Background: an optimization exercise with open tools, aiming at small area. Do not read the settings as production practice. RTL that was checked went through simulation tests only; none was proved equivalent to the original. The RTL of run 1 was laid out without a check of its function. Power is estimated from default activity; no workload was simulated.

==> flow/design.v <==
package writeback_regfile_pkg;
    localparam int WB_XLEN   = 32;
    localparam int REG_NUM   = 32;
    localparam int REG_IDX_W = $clog2(REG_NUM);
    localparam logic [1:0] RES_ALU = 2'b00;
    localparam logic [1:0] RES_MEM = 2'b01;
    localparam logic [1:0] RES_PC4 = 2'b10;
    localparam logic [1:0] RES_IMM = 2'b11;
endpackage
module wb_result_mux
#(
    parameter int W = writeback_regfile_pkg::WB_XLEN
) (
    input  logic [1:0]   ResultSrc,
    input  logic [W-1:0] ALUResult,
    input  logic [W-1:0] ReadData,
    input  logic [W-1:0] PCPlus4,
    input  logic [W-1:0] ExtImm,
    output logic [W-1:0] Result
);
    always_comb begin
        Result = ALUResult;
        case (ResultSrc)
            writeback_regfile_pkg::RES_ALU: Result = ALUResult;
            writeback_regfile_pkg::RES_MEM: Result = ReadData;
            writeback_regfile_pkg::RES_PC4: Result = PCPlus4;
            writeback_regfile_pkg::RES_IMM: Result = ExtImm;
            default: Result = ALUResult;
        endcase
    end
endmodule
module wb_rf_row #(
    parameter int W = 32
) (
    input  logic         clock,
    input  logic         hold,
    input  logic         we,
    input  logic [W-1:0] d,
    output logic [W-1:0] nxt
);
    logic [W-1:0] q;
    assign nxt = (q & {W{hold}}) | (d & {W{we}});
    always_ff @(posedge clock) begin
        q <= nxt;
    end
endmodule
module wb_aoi222 (
    input  logic [2:0] d,
    input  logic [2:0] s,
    output logic       y_n
);
    assign y_n = !((d[0] & s[0]) | (d[1] & s[1]) | (d[2] & s[2]));
endmodule
module wb_rd_bit (
    input  logic [31:1] d,
    input  logic [31:1] s,
    output logic        y
);
    logic [10:0] t_n;
    for (genvar k = 0; k < 10; k++) begin : g_t
        wb_aoi222 u_t (.d(d[3*k+3:3*k+1]), .s(s[3*k+3:3*k+1]), .y_n(t_n[k]));
    end
    assign t_n[10] = !(d[31] & s[31]);
    assign y = !(&t_n[3:0]) | !(&t_n[7:4]) | !(&t_n[10:8]);
endmodule
module writeback_regfile
#(
    parameter int XLEN  = writeback_regfile_pkg::WB_XLEN,
    parameter int NREG  = writeback_regfile_pkg::REG_NUM,
    parameter int CNT_W = 32
) (
    input  logic                    clock,
    input  logic                    reset,
    input  logic                    RegWrite,
    input  logic [1:0]              ResultSrc,
    input  logic [$clog2(NREG)-1:0] RegAdrWrite,
    input  logic [XLEN-1:0]         ALUResult,
    input  logic [XLEN-1:0]         ReadData,
    input  logic [XLEN-1:0]         PCPlus4,
    input  logic [XLEN-1:0]         ExtImm,
    input  logic [$clog2(NREG)-1:0] Rs1Adr,
    input  logic [$clog2(NREG)-1:0] Rs2Adr,
    output logic [XLEN-1:0]         Rs1Data,
    output logic [XLEN-1:0]         Rs2Data,
    output logic [XLEN-1:0]         Result,
    output logic [CNT_W-1:0]        WbCount
);
    localparam int AW = $clog2(NREG);
    logic [XLEN-1:0]  regs_nxt [1:NREG-1];
    logic [CNT_W-1:0] wb_count_r;
    logic [XLEN-1:0]  result_s;
    logic             commit_s;
    logic [NREG-1:1]  we_s;
    logic [NREG-1:1]  hold_s;
    logic [NREG-1:1]  sel1_s;
    logic [NREG-1:1]  sel2_s;
    wb_result_mux #(.W(XLEN)) u_result_mux (
        .ResultSrc (ResultSrc),
        .ALUResult (ALUResult),
        .ReadData  (ReadData),
        .PCPlus4   (PCPlus4),
        .ExtImm    (ExtImm),
        .Result    (result_s)
    );
    assign commit_s = RegWrite && !reset && (RegAdrWrite != {AW{1'b0}});
    for (genvar i = 1; i < NREG; i++) begin : g_reg
        assign we_s[i]   = commit_s && (RegAdrWrite == AW'(i));
        assign hold_s[i] = !reset && !we_s[i];
        wb_rf_row #(.W(XLEN)) u_row (
            .clock (clock),
            .hold  (hold_s[i]),
            .we    (we_s[i]),
            .d     (result_s),
            .nxt   (regs_nxt[i])
        );
    end
    logic [CNT_W:0] carry_s;
    assign carry_s[0] = commit_s;
    for (genvar b = 0; b < CNT_W; b++) begin : g_cnt
        assign carry_s[b+1] = carry_s[b] & wb_count_r[b];
        always_ff @(posedge clock) begin
            wb_count_r[b] <= !reset & (wb_count_r[b] ^ carry_s[b]);
        end
    end
    for (genvar i = 1; i < NREG; i++) begin : g_sel
        assign sel1_s[i] = (Rs1Adr == AW'(i));
        assign sel2_s[i] = (Rs2Adr == AW'(i));
    end
    for (genvar b = 0; b < XLEN; b++) begin : g_rd
        logic [NREG-1:1] col;
        for (genvar i = 1; i < NREG; i++) begin : g_col
            assign col[i] = regs_nxt[i][b];
        end
        wb_rd_bit u_rd1 (.d(col), .s(sel1_s), .y(Rs1Data[b]));
        wb_rd_bit u_rd2 (.d(col), .s(sel2_s), .y(Rs2Data[b]));
    end
    assign Result  = result_s;
    assign WbCount = wb_count_r;
endmodule
==> flow/flow/run.sh <==
#!/bin/bash
# Standard ORFS layout with changes that only affect how the layout is built:
# small port buffers, a clock tree without dummy loads, a setup margin, and
# gate downsizing on paths with slack after global routing.
set -euo pipefail
export BUFFER_PORTS_ARGS="-buffer_cell sky130_fd_sc_hd__buf_1"
export CTS_ARGS="-sink_clustering_enable -repair_clock_nets -dont_use_dummy_load"
export RECOVER_POWER=100
bash standard.sh finish > make_finish.log 2>&1
==> flow/standard.sh <==
#!/bin/bash
# synth_recipe.tcl (not shown) runs the flow's synth.tcl, then flattens the netlist and writes it again
# the make line also repeats each setting of config.mk as NAME=value (left out here)
make -C /OpenROAD-flow-scripts/flow DESIGN_CONFIG=/design/flow/config.mk WORK_HOME=/design/flow/orfs CLKGATE_MAP_FILE= SYNTH_SCRIPT=/design/flow/synth_recipe.tcl "${@:-finish}"
==> flow/config.mk <==
export PLATFORM = sky130hd
export DESIGN_NAME = writeback_regfile
export DESIGN_NICKNAME = writeback_regfile
export VERILOG_FILES = /design/flow/design.v
export SDC_FILE = /design/flow/constraint.sdc
export NUM_CORES = 4
export LEC_CHECK = 0
export CAP_MARGIN = 20
export CORE_MARGIN = 2
export CORE_UTILIZATION = 40
export SETUP_SLACK_MARGIN = 0.15
export SLEW_MARGIN = 20
export SYNTH_HIERARCHICAL = 1
==> flow/constraint.sdc <==
create_clock -name core_clock -period 7.0 [get_ports {clock}]
set_input_delay 1.4000 -clock core_clock [delete_from_list [all_inputs] [get_ports {clock}]]
set_output_delay 1.4000 -clock core_clock [all_outputs]
set_load 0.01 [all_outputs]
==> insert_results.sql, run 1 <==
INSERT INTO impl_metrics (metric_group, metric, value, unit) VALUES
('place', 'placed_cells_incl_taps', '5014', ''),
('yosys', 'top_post_synthesis_cells_by_area', 'dfxtp_1, a22o_1, a222oi_1, buf_6, nand4_1', ''),
('place', 'dp_hpwl', '107000', 'um'),
('detailed_routing', 'route.detailed.vias_per_inst', '7.73', ''),
('yosys', 'synth_compound_area_frac', '0.382', ''),
('yosys', 'netlist_cell_types', '42', ''),
('yosys', 'mux_share_of_post_synthesis_cell_area', '0.0173', ''),
('yosys', 'post_synth_inst_count', '3409', ''),
('clock_tree', 'cts-root-to-sink-buffers', '3', ''),
('clock_tree', 'tritoncts', 'done', ''),
('clock_tree', 'cts_buffers', '105', ''),
('floorplan', 'die_w', '328', 'um'),
('global_route', 'first_global_vias', '37374', ''),
('floorplan', 'num_io_pins', '276', ''),
('detailed_routing', 'drc', '0', ''),
('floorplan', 'floorplan.initialDensity', '0.405', ''),
('worst_setup_path', 'startpoint_type_of_the_worst_setup_path', 'primary input', ''),
('sta', 'final_max_slew_viol_count', '43', ''),
('clock_tree', 'postCtsSetupRepairBufs', '0', ''),
('detailed_routing', 'wl_per_cell', '36.3', 'um'),
('detailed_routing', 'drt_first_iter_violations', '10398', ''),
('yosys', 'yosysTopAreaCellShare', '0.487', ''),
('clock_tree', 'clock_latency', '640', 'ps'),
('clock_tree', 'clkSlewWorstSetupHoldPaths', '50', 'ps'),
('worst_hold_path', 'worst_hold_path_class', 'flip-flop to flip-flop', ''),
('layout', 'sequential_cell_area', '20500', 'um^2'),
('global_route', 'grt_antenna_before_repair', '10', ''),
('sta', 'hold_violations', '0', ''),
('clock_tree', 'clock-sinks', '1024', ''),
('detailed_routing', 'drt-total-wl', '186000', 'um'),
('sta', 'fin_skew', '8.91', 'ps'),
('sta', 'layout_setup_ws', '318', 'ps'),
('layout', 'footprint_of_the_multi_input_gates', '20400', 'um^2'),
('floorplan', 'die-height', '328', 'um'),
('floorplan', 'rows', '118', ''),
('yosys', 'flip_flop_and_latch_count_after_synthesis', '1024', ''),
('power_and_ir_drop', 'power.density_cell_area', '242', 'nW/um^2'),
('place', 'finalWeightedCongestion', '0.934', ''),
('yosys', 'yosys_warnings', '10', ''),
('yosys', 'synth-adder-area-share', '0.00922', ''),
('outcome', 'so.violations', 'capacitance limit, slew limit', ''),
('yosys', 'synth.cell_area', '42100', 'um^2'),
('place', 'place.port_buffers', '275', ''),
('clock_tree', 'cts_hold_buf', '0', ''),
('detailed_routing', 'drt_first_pass_iters', '14', ''),
('worst_setup_path', 'r2r_setup_slack', '1370', 'ps'),
('power_and_ir_drop', 'p_leak', '17.2', 'nW'),
('layout', 'nets', '3920', ''),
('detailed_routing', 'dr_total_vias', '39584', ''),
('job', 'total_of_max_cap_violations', '2', ''),
('yosys', 'number_of_enable_type_register_cells_in_the_synthesized_netlist', '0', ''),
('sta', 'timing_worst_slew_pin_value', '2030', 'ps'),
('outcome', 'status', 'failed layout checks', ''),
('layout', 'layout-drive-gt1-share', '0.132', ''),
('power_and_ir_drop', 'max-vdd-ir-drop', '0.185', 'mV'),
('detailed_routing', 'antenna_violating_nets_post_route', '0', ''),
('yosys', 'syn_avg_cell_area', '12.3', 'um^2'),
('worst_setup_path', 'worstPathMaxFanout', '36', ''),
('sta', 'finalSetupViolations', '0', ''),
('sta', 'timing.max_slew.rel_slack', '-0.351', ''),
('yosys', 'yosys.area.top_type', 'dfxtp_1', ''),
('yosys', 'simple_gate_share_of_the_synthesized_area', '0.0484', ''),
('layout', 'post_layout_nonfiller_instances', '5122', ''),
('yosys', 'syn-num-nets', '3588', ''),
('worst_setup_path', 'critPathKind', 'primary input to output port', ''),
('sta', 'period_minus_slack', '6680', 'ps'),
('yosys', 'synth_top_family_by_area', 'compound AO/OA/AOI/OAI gates', ''),
('layout', 'syn_to_final_growth', '14.2', '%'),
('sta', 'tns', '0', 'ps'),
('clock_tree', 'ctsHtreeMaxLevel', '3', ''),
('floorplan', 'die-area', '108000', 'um^2');
## placed cells by master, fill, tap and decap left out, types with 4 or more instances in the layout
cell type / n
buf_1: 272
a22o_1: 930
dfxtp_1: 1024
nand2b_1: 11
nor2_1: 8
ha_4: 25
nand4_1: 128
nand2_1: 69
a22o_2: 62
nand3b_1: 6
clkbuf_16: 105
buf_12: 40
a222oi_1: 640
nor2_2: 6
a31oi_4: 5
clkbuf_1: 17
nor3_1: 5
mux4_2: 30
nor3_2: 28
nor2_4: 48
a2111o_1: 64
nor2b_1: 34
a21oi_4: 19
buf_4: 112
or3_1: 4
ha_1: 6
or3b_2: 4
## cells in the mapped netlist, drive strengths merged, types with 3 or more instances
master / number
dfxtp: 1024
a22o: 992
a222oi: 640
buf: 207
nand4: 128
nand2: 69
a2111o: 64
nor2: 62
nor2b: 34
nor3: 33
mux4: 32
ha: 31
a21oi: 22
clkbuf: 14
nand2b: 11
a31oi: 8
nand3b: 6
or3b: 5
or3: 4
nand3: 3
nor4: 3
## Yosys stat by module (local to each module, per instance), a selection
| module | cell area (um^2) | flops+latches |
|---|---|---|
| wb_aoi222 | 10.0 | 0 |
| wb_rd_bit | 27.5 | 0 |
| writeback_regfile | 2350 | 32 |
## through the flow
stage	total power (W)	utilization	instance area [um^2]	hold WS, ps
3_5_place_dp	0.00689	0.439	45700	472
4_1_cts	0.0116	0.465	48300	487
3_3_place_gp	0.00688	0.439	45600	466
5_1_grt	0.0119	0.462	48000	498
2_1_floorplan	0.00649	-	42500	458
6_report	0.0116	0.462	48000	491
## logic make-up after synthesis
kind of cell               after synthesis
AOI/OAI and AO/OA                     1728
and+or+nand+nor                        372
muxes                                   32
DFF                                   1024
buffers and inverters                  221
adders and majority gates               31
xor gates and xnor gates                 1
## final cells by class
cell class / instances / area share
diodes: 3 / 0.000156
clock buffers: 105 / 0.0547
multi-input cells: 2164 / 0.424
flip-flops and latches: 1024 / 0.427
well taps: 1380 / 0.0360
repair buffers: 446 / 0.0580
## registers in the layout (all words and copies together) (netlist names)
register    flops
g.u_row.q     992
wb_count_r     32
## per-layer routing
metal / track usage / part of all wire / vias to the layer above
li1: - / - / 16088
met1: 0.433 / 0.38 / 19430
met2: 0.489 / 0.43 / 3376
met3: 0.102 / 0.14 / 684
met4: 0.146 / 0.049 / 6
met5: 0 / 0.00055 / -
## report_power, final
group | switching (W) | leakage [nW] | internal (W)
Combinational | 0.000705 | 7.64 | 0.000198
Clock | 0.00224 | 1.29 | 0.00261
Sequential | 0.0000130 | 8.25 | 0.00588
Total | 0.00296 | 17.2 | 0.00868
## final timing paths
path,startpoint,end,cells past startpoint
setup / recovery,reset,Rs1Data[5],10
hold / removal,g_reg[12].u_row.q[29],g_reg[12].u_row.q[29],1
setup reg to reg,wb_count_r[0],wb_count_r[31],33
hold reg to reg,g_reg[12].u_row.q[29],g_reg[12].u_row.q[29],1
## worst max-delay path: stages
cell,delay [ps]
clkbuf_4,160
buf_4,350
nand4bb_1,500
nor2_1,1370
buf_4,380
a22o_1,190
a222oi_1,120
nand4_1,250
a2111o_1,300
buf_1,210
==> inputs of run 2 (changes only) <==
--- a/flow/design.v
+++ b/flow/design.v
@@ -9,2 +9,9 @@
 endpackage
+module wb_result_bit (
+    input  logic [3:0] d,
+    input  logic [3:0] s,
+    output logic       y
+);
+    assign y = |(d & s);
+endmodule
 module wb_result_mux
@@ -20,11 +27,13 @@
 );
-    always_comb begin
-        Result = ALUResult;
-        case (ResultSrc)
-            writeback_regfile_pkg::RES_ALU: Result = ALUResult;
-            writeback_regfile_pkg::RES_MEM: Result = ReadData;
-            writeback_regfile_pkg::RES_PC4: Result = PCPlus4;
-            writeback_regfile_pkg::RES_IMM: Result = ExtImm;
-            default: Result = ALUResult;
-        endcase
+    logic [3:0] sel;
+    assign sel[0] = (ResultSrc == writeback_regfile_pkg::RES_ALU);
+    assign sel[1] = (ResultSrc == writeback_regfile_pkg::RES_MEM);
+    assign sel[2] = (ResultSrc == writeback_regfile_pkg::RES_PC4);
+    assign sel[3] = (ResultSrc == writeback_regfile_pkg::RES_IMM);
+    for (genvar b = 0; b < W; b++) begin : g_bit
+        wb_result_bit u_bit (
+            .d ({ExtImm[b], PCPlus4[b], ReadData[b], ALUResult[b]}),
+            .s (sel),
+            .y (Result[b])
+        );
     end
@@ -64,2 +73,16 @@
     assign y = !(&t_n[3:0]) | !(&t_n[7:4]) | !(&t_n[10:8]);
+endmodule
+module wb_inc_grp (
+    input  logic [3:0] q,
+    input  logic       cin,
+    output logic [3:0] s,
+    output logic       ones
+);
+    logic [4:0] c;
+    assign c[0] = cin;
+    for (genvar j = 0; j < 4; j++) begin : g_bit
+        assign s[j]   = q[j] ^ c[j];
+        assign c[j+1] = q[j] & c[j];
+    end
+    assign ones = &q;
 endmodule
@@ -116,10 +139,23 @@
     end
-    logic [CNT_W:0] carry_s;
-    assign carry_s[0] = commit_s;
-    for (genvar b = 0; b < CNT_W; b++) begin : g_cnt
-        assign carry_s[b+1] = carry_s[b] & wb_count_r[b];
-        always_ff @(posedge clock) begin
-            wb_count_r[b] <= !reset & (wb_count_r[b] ^ carry_s[b]);
-        end
+    localparam int NGRP = CNT_W / 4;
+    logic [CNT_W-1:0] cnt_r;
+    logic [CNT_W-1:0] cnt_s;
+    logic             pend_r;
+    logic [NGRP:0]    gcarry_s;
+    logic [NGRP-1:0]  gones_s;
+    assign gcarry_s[0] = pend_r;
+    for (genvar k = 0; k < NGRP; k++) begin : g_cnt
+        wb_inc_grp u_grp (
+            .q    (cnt_r[4*k+3:4*k]),
+            .cin  (gcarry_s[k]),
+            .s    (cnt_s[4*k+3:4*k]),
+            .ones (gones_s[k])
+        );
+        assign gcarry_s[k+1] = gcarry_s[k] & gones_s[k];
     end
+    always_ff @(posedge clock) begin
+        pend_r <= commit_s;
+        cnt_r  <= cnt_s & {CNT_W{!reset}};
+    end
+    assign wb_count_r = cnt_s;
     for (genvar i = 1; i < NREG; i++) begin : g_sel
==> flow/flow/run.sh (replaced) <==
#!/bin/bash
# Standard ORFS layout with changes that only affect how the layout is built:
# small port buffers and a clock tree with larger sink clusters and no dummy
# loads. All ORFS logs stay under orfs/logs; make's own output goes to
# make_finish.log here.
set -euo pipefail
export BUFFER_PORTS_ARGS="-buffer_cell sky130_fd_sc_hd__buf_1"
export CTS_ARGS="-sink_clustering_enable -repair_clock_nets -dont_use_dummy_load -sink_clustering_size 25 -sink_clustering_max_diameter 100"
bash standard.sh finish > make_finish.log 2>&1
--- a/flow/config.mk
+++ b/flow/config.mk
@@ -10,3 +10,3 @@
 export CORE_UTILIZATION = 40
-export SETUP_SLACK_MARGIN = 0.15
+export SETUP_SLACK_MARGIN = 0.1
 export SLEW_MARGIN = 20
==> insert_results.sql, run 2 <==
INSERT INTO impl_metrics (metric_group, metric, value, unit) VALUES
('global_route', 'globalRouteMet1Util', '0.436', ''),
('clock_tree', 'clock_latency', '640', 'ps'),
('clock_tree', 'clock-sinks', '1025', ''),
('layout', 'layout-drive-gt1-share', '0.117', ''),
('worst_setup_path', 'crit_path_max_incr_delay', '860', 'ps'),
('outcome', 'status', 'timing/DRC/antenna clean', ''),
('layout', 'post-route-cell-area', '46300', 'um^2'),
('worst_setup_path', 'startpoint_type_of_the_worst_setup_path', 'primary input', ''),
('sta', 'grt_setup_unrepaired', 'false', ''),
('yosys', 'post_synth_inst_count', '3469', ''),
('power_and_ir_drop', 'p_leak', '16.9', 'nW'),
('yosys', 'synth.cell_area', '41900', 'um^2'),
('worst_setup_path', 'worstPathMaxFanout', '21', ''),
('detailed_routing', 'drt-total-wl', '188000', 'um'),
('global_route', 'global_route.overflow_total', '0', ''),
('detailed_routing', 'antenna_violating_nets_post_route', '0', ''),
('layout', 'final_cell_mix', 'dfxtp_1, a22o_1, a222oi_1', ''),
('layout', 'fillCellCount', '9619', ''),
('sta', 'fin_skew', '8.74', 'ps'),
('clock_tree', 'ctsHtreeMaxLevel', '2', ''),
('detailed_routing', 'wl_per_cell', '36.4', 'um'),
('sta', 'final_max_slew_viol_count', '0', ''),
('power_and_ir_drop', 'seqPwrFrac', '0.590', ''),
('place', 'dp_hpwl', '115000', 'um'),
('place', 'place.port_buffers', '275', ''),
('floorplan', 'floorplan.initialDensity', '0.404', ''),
('clock_tree', 'cts-root-to-sink-buffers', '3', ''),
('clock_tree', 'postCtsSetupRepairBufs', '0', ''),
('power_and_ir_drop', 'max-vdd-ir-drop', '0.149', 'mV'),
('clock_tree', 'tritoncts', 'done', ''),
('global_route', 'first_global_vias', '37709', ''),
('clock_tree', 'cts-root-buf', 'clkbuf_16', ''),
('floorplan', 'rows', '118', ''),
('sta', 'timing.max_slew.rel_slack', '0.153', ''),
('clock_tree', 'cts_buffers', '47', ''),
('global_route', 'globalRouteMet2Util', '0.497', ''),
('place', 'placed_area', '45100', 'um^2'),
('layout', 'largest_register_ffs', '992', ''),
('global_route', 'grt-busiest-layer', 'met2', ''),
('power_and_ir_drop', 'switching_share', '0.269', ''),
('job', 'total_of_max_cap_violations', '0', ''),
('detailed_routing', 'route.detailed.vias_per_inst', '7.69', ''),
('sta', 'timing_worst_slew_pin_value', '1270', 'ps'),
('floorplan', 'die-area', '107000', 'um^2'),
('power_and_ir_drop', 'power.density_cell_area', '215', 'nW/um^2'),
('clock_tree', 'cts_hold_buf', '0', ''),
('layout', 'top_flop_regs', 'g.u_row.q: 992 flops, cnt_r: 32 flops, pend_r: 1 flops', ''),
('sta', 'clock.fmax', '0.152', 'GHz'),
('global_route', 'grt_antenna_before_repair', '4', ''),
('sta', 'tns', '0', 'ps'),
('layout', 'post_layout_nonfiller_instances', '5168', ''),
('sta', 'hold_violations', '0', ''),
('layout', 'regMostFlops', 'g.u_row.q', ''),
('floorplan', 'num_io_pins', '276', ''),
('worst_setup_path', 'cp.required', '5600', 'ps'),
('worst_hold_path', 'worst_hold_path_class', 'flip-flop to flip-flop', ''),
('detailed_routing', 'drt_first_pass_iters', '22', ''),
('power_and_ir_drop', 'p_switching', '0.00268', 'W'),
('sta', 'period_minus_slack', '6560', 'ps'),
('worst_setup_path', 'worst_setup_path_end_kind', 'output port', ''),
('worst_setup_path', 'cpMaxStageDelayCell', 'and2b_1', ''),
('layout', 'mostFrequentLayoutCell', 'dfxtp_1', ''),
('global_route', 'largest_net_degree_at_the_start_of_global_routing', '40', ''),
('power_and_ir_drop', 'power_frac_comb', '0.094', ''),
('clock_tree', 'post_cts_resize_count', '0', ''),
('sta', 'period_share', '0.937', ''),
('detailed_routing', 'drt_first_iter_violations', '9675', ''),
('global_route', 'met3_routing_resource_usage_after_global_routing', '0.104', ''),
('yosys', 'syn_avg_cell_area', '12.1', 'um^2'),
('sta', 'finalSetupViolations', '0', ''),
('layout', 'nets', '3961', ''),
('worst_setup_path', 'critPathKind', 'primary input to output port', ''),
('worst_setup_path', 'worstPathBufferInverterCount', '3', ''),
('yosys', 'syn-num-nets', '3641', ''),
('power_and_ir_drop', 'clockPowerShare', '0.315', ''),
('floorplan', 'die_w', '328', 'um'),
('global_route', 'grt_resource_usage_total', '0.331', ''),
('place', 'finalWeightedCongestion', '0.937', ''),
('floorplan', 'die-height', '328', 'um'),
('layout', 'syn_to_final_growth', '10.4', '%'),
('worst_setup_path', 'crit_path_cell_trace', 'buf_1, and2b_1, a31oi_4, buf_4, a22o_1, a222oi_1, nand4_1, a2111o_1, buf_1', ''),
('worst_setup_path', 'path_common_cell', 'buf_1', ''),
('detailed_routing', 'drc', '0', ''),
('global_route', 'first_pass_grt_wire_length', '267000', 'um'),
('clock_tree', 'clkSlewWorstSetupHoldPaths', '100', 'ps'),
('floorplan', 'design.core.area', '104000', 'um^2'),
('worst_setup_path', 'critical_path.top_delay_family', 'compound AO/OA/AOI/OAI gates', ''),
('detailed_routing', 'dr_total_vias', '39757', ''),
('yosys', 'yosys_warnings', '9', ''),
('worst_setup_path', 'cp.arrival', '5160', 'ps'),
('place', 'placed_cells_incl_taps', '5119', ''),
('power_and_ir_drop', 'cellInternalPower', '0.00728', 'W');
==> run 2: power by group through the flow <==
stage          logic [W]  clock network (W)  registers (W)
2_1_floorplan   0.000452                  0        0.00601
3_3_place_gp    0.000896                  0        0.00601
3_5_place_dp    0.000902                  0        0.00601
4_1_cts         0.000903            0.00315        0.00588
5_1_grt         0.000963            0.00334        0.00589
6_report        0.000941            0.00314        0.00588
==> run 2: area by class of cell <==
| type | instances | area [um^2] | share of cell area |
|---|---|---|---|
| inverter | 2 | 7.51 | 0.000162 |
| sequential | 1025 | 20500 | 0.443 |
| timing repair buffer | 483 | 2780 | 0.0601 |
| multi-input combinational | 2230 | 20100 | 0.434 |
| clock buffer | 47 | 1180 | 0.0254 |
| antenna | 1 | 2.50 | 0.0000541 |
| tap | 1380 | 1730 | 0.0373 |
==> run 2: metrics by stage <==
| step | hold WS (ps) | util | setup WS (ps) | power [W] |
|---|---|---|---|---|
| floorplan | 458 | - | 1600 | 0.00646 |
| global placement | 469 | 0.434 | 649 | 0.00691 |
| detailed placement | 474 | 0.434 | 587 | 0.00692 |
| CTS | 497 | 0.446 | 593 | 0.00993 |
| global route | 508 | 0.446 | 333 | 0.0102 |
| finish | 498 | 0.446 | 440 | 0.00996 |
==> run 2: worst paths after layout <==
kind | from | endpoint | slack [ps] | depth (start not counted)
setup / recovery | RegAdrWrite[1] | Rs1Data[25] | 440 | 9
hold / removal | g_reg[29].u_row.q[29] | g_reg[29].u_row.q[29] | 500 | 1
setup reg to reg | cnt_r[7] | cnt_r[27] | 5030 | 8
hold reg to reg | g_reg[29].u_row.q[29] | g_reg[29].u_row.q[29] | 500 | 1
==> run 2: per-layer routing <==
metal  share of wire  routed length [um]
met1            0.39               72800
met3            0.14               26000
met2            0.43               80400
met5         0.00051                  95
met4           0.047                8860
==> run 2: worst reg2reg max path: stages, from the launching register on <==
cell and delay, ps:
dfxtp_1 330, and4_1 210, and4_1 260, and4_1 230, ha_1 180, ha_1 180, ha_1 180, xor2_1 160
nor2b_1 130
==> inputs of run 3 (changes only) <==
==> flow/flow/run.sh (replaced) <==
#!/bin/bash
# Standard ORFS layout with changes that only affect how the layout is built:
# small port buffers, a clock tree with larger sink clusters and no dummy
# loads, and gate downsizing on paths with slack after global routing,
# followed by a second slew/capacitance repair (flow/post_grt.tcl).
set -euo pipefail
export BUFFER_PORTS_ARGS="-buffer_cell sky130_fd_sc_hd__buf_1"
export CTS_ARGS="-sink_clustering_enable -repair_clock_nets -dont_use_dummy_load -sink_clustering_size 25 -sink_clustering_max_diameter 100"
export RECOVER_POWER=100
export POST_GLOBAL_ROUTE_TCL="$PWD/flow/post_grt.tcl"
bash standard.sh finish > make_finish.log 2>&1
==> flow/flow/post_grt.tcl (new file) <==
# Power recovery may downsize drivers past the slew and capacitance limits:
# repair those again and legalise, then reroute the touched nets.
log_cmd global_route -start_incremental
repair_design_helper
log_cmd detailed_placement
log_cmd global_route -end_incremental
log_cmd estimate_parasitics -global_routing
report_worst_slack -max
report_check_types -max_slew -max_capacitance -violators
==> insert_results.sql, run 3 <==
INSERT INTO impl_metrics (metric_group, metric, value, unit) VALUES
('outcome', 'status', 'timing/DRC/antenna clean', ''),
('clock_tree', 'cts_hold_buf', '0', ''),
('global_route', 'grt_antenna_before_repair', '4', ''),
('place', 'place.port_buffers', '275', ''),
('clock_tree', 'ctsHtreeMaxLevel', '2', ''),
('detailed_routing', 'drt_first_pass_iters', '14', ''),
('global_route', 'grt_resource_usage_total', '0.331', ''),
('layout', 'regMostFlops', 'g.u_row.q', ''),
('worst_setup_path', 'startpoint_type_of_the_worst_setup_path', 'primary input', ''),
('global_route', 'global_route.overflow_total', '0', ''),
('worst_setup_path', 'worstPathMaxFanout', '25', ''),
('worst_setup_path', 'worstSetupStartpoint', 'reset', ''),
('worst_setup_path', 'worst_reg2reg_path_length_in_cells', '8', ''),
('place', 'post-place-ws', '587', 'ps'),
('floorplan', 'die_w', '328', 'um'),
('clock_tree', 'cts-root-buf', 'clkbuf_16', ''),
('worst_setup_path', 'cp.arrival', '5440', 'ps'),
('worst_setup_path', 'worst_setup_path_end_kind', 'output port', ''),
('clock_tree', 'postCtsSetupRepairBufs', '0', ''),
('power_and_ir_drop', 'max-vdd-ir-drop', '0.148', 'mV'),
('detailed_routing', 'drt-total-wl', '188000', 'um'),
('sta', 'fin_skew', '6.49', 'ps'),
('worst_setup_path', 'r2r_setup_slack', '5020', 'ps'),
('detailed_routing', 'drc', '0', ''),
('sta', 'period_minus_slack', '6840', 'ps'),
('floorplan', 'die-area', '107000', 'um^2'),
('sta', 'timing_worst_slew_pin_value', '1240', 'ps'),
('layout', 'final_cell_mix', 'dfxtp_1, a22o_1, a222oi_1', ''),
('global_route', 'first_global_vias', '37709', ''),
('sta', 'finalSetupViolations', '0', ''),
('place', 'finalWeightedCongestion', '0.937', ''),
('sta', 'clock.fmax', '0.146', 'GHz'),
('worst_hold_path', 'worst_hold_path_class', 'flip-flop to flip-flop', ''),
('clock_tree', 'cts-root-to-sink-buffers', '3', ''),
('place', 'dp_hpwl', '115000', 'um'),
('clock_tree', 'tritoncts', 'done', ''),
('layout', 'post-route-cell-area', '46200', 'um^2'),
('floorplan', 'die-height', '328', 'um'),
('floorplan', 'num_io_pins', '276', ''),
('worst_setup_path', 'timing.rr.start', 'cnt_r[7]', ''),
('clock_tree', 'cts_buffers', '47', ''),
('sta', 'post_route_worst_hold_slack', '500', 'ps'),
('job', 'total_of_max_cap_violations', '0', ''),
('sta', 'final_max_slew_viol_count', '0', ''),
('yosys', 'yosys_warnings', '9', ''),
('sta', 'tns', '0', 'ps'),
('floorplan', 'design.core.area', '104000', 'um^2'),
('layout', 'largest_register_ffs', '992', ''),
('worst_setup_path', 'cp.required', '5600', 'ps'),
('yosys', 'syn-num-nets', '3641', ''),
('floorplan', 'rows', '118', ''),
('yosys', 'syn_avg_cell_area', '12.1', 'um^2'),
('detailed_routing', 'route.detailed.vias_per_inst', '7.69', ''),
('detailed_routing', 'drt_first_iter_violations', '9952', ''),
('sta', 'layout_setup_ws', '157', 'ps'),
('clock_tree', 'clkSlewWorstSetupHoldPaths', '80', 'ps'),
('layout', 'layout-drive-gt1-share', '0.104', ''),
('detailed_routing', 'dr_total_vias', '39800', ''),
('detailed_routing', 'antenna_violating_nets_post_route', '0', ''),
('sta', 'hold_violations', '0', ''),
('global_route', 'largest_net_degree_at_the_start_of_global_routing', '40', ''),
('sta', 'timing.max_slew.rel_slack', '0.172', ''),
('layout', 'post_layout_nonfiller_instances', '5176', ''),
('yosys', 'synth.cell_area', '41900', 'um^2'),
('sta', 'period_share', '0.978', ''),
('power_and_ir_drop', 'p_leak', '16.8', 'nW'),
('worst_setup_path', 'cp-endpoint', 'Rs2Data[4]', ''),
('place', 'placed_area', '45100', 'um^2'),
('worst_setup_path', 'timing.rr.end', 'cnt_r[27]', ''),
('global_route', 'first_pass_grt_wire_length', '267000', 'um'),
('worst_setup_path', 'critPathKind', 'primary input to output port', ''),
('layout', 'nets', '3967', ''),
('layout', 'fillCellCount', '9648', ''),
('clock_tree', 'clock-sinks', '1025', ''),
('detailed_routing', 'wl_per_cell', '36.3', 'um'),
('clock_tree', 'clock_latency', '640', 'ps'),
('clock_tree', 'post_cts_resize_count', '0', ''),
('place', 'placed_cells_incl_taps', '5119', ''),
('yosys', 'post_synth_inst_count', '3469', ''),
('layout', 'syn_to_final_growth', '10.1', '%'),
('floorplan', 'floorplan.initialDensity', '0.404', ''),
('layout', 'mostFrequentLayoutCell', 'dfxtp_1', ''),
('layout', 'top_flop_regs', 'g.u_row.q: 992 flops, cnt_r: 32 flops, pend_r: 1 flops', ''),
('power_and_ir_drop', 'power.density_cell_area', '215', 'nW/um^2');
run 3: stage by stage:
stage / util / power (W)
final: 0.445 / 0.00994
after detailed placement: 0.434 / 0.00692
after CTS: 0.446 / 0.00993
after floorplan: - / 0.00646
after global placement: 0.434 / 0.00691
run 3: how the worst min path moves through the flow:
| stage | startpoint | slack [ps] | cells past startpoint | to |
|---|---|---|---|---|
| floorplan | g_reg[10].u_row.q[29] | 460 | 1 | g_reg[10].u_row.q[29] |
| global placement | g_reg[5].u_row.q[29] | 470 | 1 | g_reg[5].u_row.q[29] |
| detailed placement | g_reg[13].u_row.q[29] | 470 | 1 | g_reg[13].u_row.q[29] |
| CTS | g_reg[3].u_row.q[29] | 500 | 1 | g_reg[3].u_row.q[29] |
| finish | g_reg[3].u_row.q[29] | 500 | 1 | g_reg[3].u_row.q[29] |
run 3: final cells by class:
cell class,count,area [um^2],area share
Antenna cell,3,7.51,0.000163
Multi-Input combinational cell,2230,20100,0.434
Timing Repair Buffer,489,2700,0.0584
Tap cell,1380,1730,0.0374
Sequential cell,1025,20500,0.444
Clock buffer,47,1180,0.0255
Inverter,2,7.51,0.000163
run 3: critical path, stage by stage:
cell and delay (ps):
clkbuf_1 380, and3b_4 840, a31oi_4 450, clkbuf_1 520, a22o_1 360, a222oi_1 370, nand4_1 410, a2111o_1 480
buf_1 160
run 3: power by group:
group | internal (W) | switching [W] | leakage [nW]
registers | 0.00587 | 0.0000118 | 8.26
logic | 0.000189 | 0.000734 | 7.92
clock network | 0.00121 | 0.00193 | 0.579
run 3: layer usage:
layer / vias to the layer above / GRT usage / wire (um)
met5: - / 0.00399 / 95
met4: 8 / 0.142 / 8440
met3: 621 / 0.104 / 26300
met2: 3256 / 0.497 / 80300
met1: 19619 / 0.436 / 72800
li1: 16296 / - / -
==> inputs of run 4 (changes only) <==
--- a/flow/flow/run.sh
+++ b/flow/flow/run.sh
@@ -4,3 +4,4 @@
 # loads, and gate downsizing on paths with slack after global routing,
-# followed by a second slew/capacitance repair (flow/post_grt.tcl).
+# followed by a second slew/capacitance repair (flow/post_grt.tcl). Synthesis gate
+# sizes are reset to the smallest drive before placement (flow/post_floorplan.tcl).
 set -euo pipefail
@@ -10,2 +11,3 @@
 export POST_GLOBAL_ROUTE_TCL="$PWD/flow/post_grt.tcl"
+export POST_FLOORPLAN_TCL="$PWD/flow/post_floorplan.tcl"
 bash standard.sh finish > make_finish.log 2>&1
==> flow/flow/post_floorplan.tcl (new file) <==
# Area recovery: start every combinational gate at its smallest drive
# strength (synthesis sized gates without wires). The flow's later
# repair_design and repair_timing upsize the ones that need it.
set db [ord::get_db]
set n 0
foreach inst [[ord::get_db_block] getInsts] {
  set m [[$inst getMaster] getName]
  if {![regexp {^(sky130_fd_sc_hd__[a-z0-9]+)_([0-9]+)$} $m -> base sz]} { continue }
  if {$sz <= 1} { continue }
  if {[regexp {__(df|edf|sdf|dl|clk|conb|tap|fill|decap|diode|buf)} $base]} { continue }
  foreach cand [list ${base}_1 ${base}_0] {
    set nm [$db findMaster $cand]
    if {$nm ne "NULL" && $nm ne ""} {
      $inst swapMaster $nm
      incr n
      break
    }
  }
}
puts "post_floorplan: downsized $n gates"
==> insert_results.sql, run 4 <==
INSERT INTO impl_metrics (metric_group, metric, value, unit) VALUES
('sta', 'timing.max_slew.rel_slack', '0.109', ''),
('layout', 'final_cell_mix', 'dfxtp_1, a22o_1, a222oi_1', ''),
('power_and_ir_drop', 'power.density_cell_area', '215', 'nW/um^2'),
('worst_hold_path', 'timing.hold.worst_endpoint', 'g_reg[1].u_row.q[28]', ''),
('worst_setup_path', 'worst_reg2reg_path_length_in_cells', '8', ''),
('global_route', 'first_global_vias', '35966', ''),
('power_and_ir_drop', 'power_frac_comb', '0.093', ''),
('clock_tree', 'clock_latency', '640', 'ps'),
('worst_setup_path', 'startpoint_type_of_the_worst_setup_path', 'primary input', ''),
('detailed_routing', 'drt_first_pass_iters', '15', ''),
('worst_setup_path', 'crit_path_cell_trace', 'buf_1, and2_0, a31oi_4, clkbuf_2, a22o_1, a222oi_1, nand4_1, a2111o_1, buf_1', ''),
('sta', 'finalSetupViolations', '0', ''),
('place', 'dp_hpwl', '116000', 'um'),
('sta', 'tns', '0', 'ps'),
('worst_setup_path', 'worstPathBufferInverterCount', '3', ''),
('place', 'place.port_buffers', '275', ''),
('job', 'total_of_max_cap_violations', '0', ''),
('clock_tree', 'ctsHtreeMaxLevel', '2', ''),
('clock_tree', 'cts_hold_buf', '0', ''),
('sta', 'hold_violations', '0', ''),
('worst_setup_path', 'path_common_cell', 'buf_1', ''),
('sta', 'clock.fmax', '0.146', 'GHz'),
('clock_tree', 'post_cts_resize_count', '0', ''),
('layout', 'fin_util', '0.444', ''),
('layout', 'syn_to_final_growth', '9.98', '%'),
('clock_tree', 'cts-root-to-sink-buffers', '3', ''),
('detailed_routing', 'antenna_violating_nets_post_route', '0', ''),
('yosys', 'post_synth_inst_count', '3469', ''),
('power_and_ir_drop', 'clockPowerShare', '0.315', ''),
('layout', 'mostFrequentLayoutCell', 'dfxtp_1', ''),
('worst_hold_path', 'holdCritStartpoint', 'g_reg[1].u_row.q[28]', ''),
('yosys', 'synth.cell_area', '41900', 'um^2'),
('floorplan', 'die_w', '328', 'um'),
('power_and_ir_drop', 'cellInternalPower', '0.00728', 'W'),
('power_and_ir_drop', 'p_switching', '0.00265', 'W'),
('detailed_routing', 'dr_total_vias', '39469', ''),
('detailed_routing', 'route.detailed.vias_per_inst', '7.63', ''),
('worst_setup_path', 'critPathKind', 'primary input to output port', ''),
('layout', 'layout-drive-gt1-share', '0.0891', ''),
('floorplan', 'design.core.area', '104000', 'um^2'),
('sta', 'timing_worst_slew_pin_value', '1340', 'ps'),
('worst_setup_path', 'cp.required', '5600', 'ps'),
('power_and_ir_drop', 'p_leak', '16.8', 'nW'),
('floorplan', 'num_io_pins', '276', ''),
('clock_tree', 'clkSlewWorstSetupHoldPaths', '50', 'ps'),
('detailed_routing', 'wl_per_cell', '34.9', 'um'),
('clock_tree', 'postCtsSetupRepairBufs', '0', ''),
('yosys', 'syn_avg_cell_area', '12.1', 'um^2'),
('power_and_ir_drop', 'switching_share', '0.267', ''),
('clock_tree', 'clock-sinks', '1025', ''),
('sta', 'period_minus_slack', '6850', 'ps'),
('worst_setup_path', 'worst_setup_path_end_kind', 'output port', ''),
('worst_hold_path', 'holdPathStages', '1', ''),
('power_and_ir_drop', 'seqPwrFrac', '0.592', ''),
('worst_setup_path', 'worstSetupStartpoint', 'RegAdrWrite[2]', ''),
('sta', 'period_share', '0.978', ''),
('place', 'finalWeightedCongestion', '0.926', ''),
('floorplan', 'die-area', '107000', 'um^2'),
('floorplan', 'rows', '118', ''),
('yosys', 'syn-num-nets', '3641', ''),
('worst_setup_path', 'cp.arrival', '5450', 'ps'),
('layout', 'nets', '3967', ''),
('layout', 'sequential_cell_area', '20500', 'um^2'),
('global_route', 'grt_antenna_before_repair', '0', ''),
('clock_tree', 'cts-root-buf', 'clkbuf_16', ''),
('place', 'post-place-ws', '581', 'ps'),
('clock_tree', 'cts_buffers', '47', ''),
('power_and_ir_drop', 'max-vdd-ir-drop', '0.154', 'mV'),
('worst_setup_path', 'crit_path_max_incr_delay', '920', 'ps'),
('detailed_routing', 'drt-total-wl', '181000', 'um'),
('sta', 'fin_skew', '9.58', 'ps'),
('yosys', 'yosys_warnings', '9', ''),
('worst_setup_path', 'timing.rr.start', 'cnt_r[7]', ''),
('global_route', 'grt_resource_usage_total', '0.316', ''),
('layout', 'insertedDiodeCount', '0', ''),
('worst_setup_path', 'worstPathMaxFanout', '18', ''),
('worst_setup_path', 'critical_path.top_delay_family', 'compound AO/OA/AOI/OAI gates', ''),
('global_route', 'largest_net_degree_at_the_start_of_global_routing', '34', ''),
('floorplan', 'die-height', '328', 'um'),
('layout', 'regMostFlops', 'g.u_row.q', ''),
('layout', 'top_flop_regs', 'g.u_row.q: 992 flops, cnt_r: 32 flops, pend_r: 1 flops', ''),
('sta', 'final_max_slew_viol_count', '0', ''),
('worst_hold_path', 'worst_hold_path_class', 'flip-flop to flip-flop', ''),
('clock_tree', 'tritoncts', 'done', ''),
('global_route', 'first_pass_grt_wire_length', '257000', 'um'),
('floorplan', 'floorplan.initialDensity', '0.404', ''),
('outcome', 'status', 'timing/DRC/antenna clean', ''),
('layout', 'footprint_of_the_multi_input_gates', '20000', 'um^2'),
('sta', 'layout_setup_ws', '151', 'ps'),
('worst_setup_path', 'cpMaxStageDelayCell', 'and2_0', ''),
('detailed_routing', 'drt_first_iter_violations', '10016', ''),
('worst_setup_path', 'timing.rr.end', 'cnt_r[27]', ''),
('global_route', 'global_route.overflow_total', '0', ''),
('layout', 'fillCellCount', '9635', ''),
('layout', 'largest_register_ffs', '992', ''),
('worst_setup_path', 'r2r_setup_slack', '4990', 'ps'),
('detailed_routing', 'drc', '0', '');
-- run 4: metrics by stage --
| step | cells | total power [W] | hold WS (ps) | area (um^2) |
|---|---|---|---|---|
| 2_1_floorplan | 3469 | 0.00646 | 458 | 41900 |
| 3_3_place_gp | 5118 | 0.00691 | 484 | 44900 |
| 3_5_place_dp | 5120 | 0.00691 | 489 | 45000 |
| 4_1_cts | 5167 | 0.00991 | 509 | 46200 |
| 6_report | 5173 | 0.00993 | 516 | 46100 |
-- run 4: layer usage --
metal / global-route usage / wire (um) / up-vias
met5: 0 / 0 / -
met4: 0.0982 / 6490 / 0
met3: 0.0999 / 26400 / 426
met2: 0.466 / 75800 / 3216
met1: 0.440 / 71900 / 19566
li1: - / - / 16261
-- run 4: how the worst max path moves through the flow --
stage / endpoint / slack [ps] / cells after the start
6_report: Rs2Data[18] / 150 / 9
4_1_cts: Rs1Data[18] / 580 / 9
3_5_place_dp: Rs1Data[18] / 580 / 9
3_3_place_gp: Rs1Data[7] / 610 / 10
2_1_floorplan: Rs2Data[29] / 1600 / 7
-- run 4: area by class of cell --
class | instances | share of cell area
Multi-Input combinational cell | 2230 | 0.433
Sequential cell | 1025 | 0.445
Inverter | 2 | 0.000163
Tap cell | 1380 | 0.0374
Timing Repair Buffer | 489 | 0.0595
Clock buffer | 47 | 0.0255
-- run 4: worst register-to-register path: stages (launching register included) --
cell     delay (ps)
dfxtp_1         340
and4_1          210
and4_1          260
and4_1          230
ha_1            180
ha_1            180
ha_1            190
xor2_1          170
nor2b_1         130
-- run 4: power groups by stage --
stage | Sequential [W] | Combinational, W | Clock, W
detailed placement | 0.00601 | 0.000900 | 0
finish | 0.00588 | 0.000921 | 0.00313
CTS | 0.00588 | 0.000901 | 0.00313
floorplan | 0.00601 | 0.000452 | 0
global placement | 0.00601 | 0.000895 | 0

[afterwards: timing with drivers on the ports]
The flow's constraints put no driver on any port. The routed layouts listed below were extracted and timed again, unchanged, in two steps. Step 1 (the two cells are an assumption about what drives the block):
set clk [get_ports {clock}]
set_driving_cell -lib_cell sky130_fd_sc_hd__clkbuf_16 $clk
set_driving_cell -lib_cell sky130_fd_sc_hd__buf_2 [delete_from_list [all_inputs] $clk]
Step 2 also shifts input and output timing later by t, the mid clock arrival at the registers, as if the neighbouring blocks saw the same clock. Three values: ideal, step 1, step 2; two values: the first two.
run	shift t [ns]	setup WS [ns]	hold slack, ns	worst data-port slew with drivers (ns)	pins driven straight from the clock port
run 1	0.734	0.318 / 0.283 / -0.234	0.491 / 0.491 / 0.491	0.08	1
run 2	0.706	0.440 / 0.411 / 0.411	0.498 / 0.498 / 0.498	0.05	1
run 3	0.708	0.157 / 0.130 / 0.130	0.500 / 0.500 / 0.500	0.05	1
run 4	0.704	0.151 / 0.117 / 0.117	0.516 / 0.516 / 0.516	0.05	1
For run 1, which loses most, drivers alone change the setup slack by -0.035 ns; drivers and shift together by -0.552 ns.
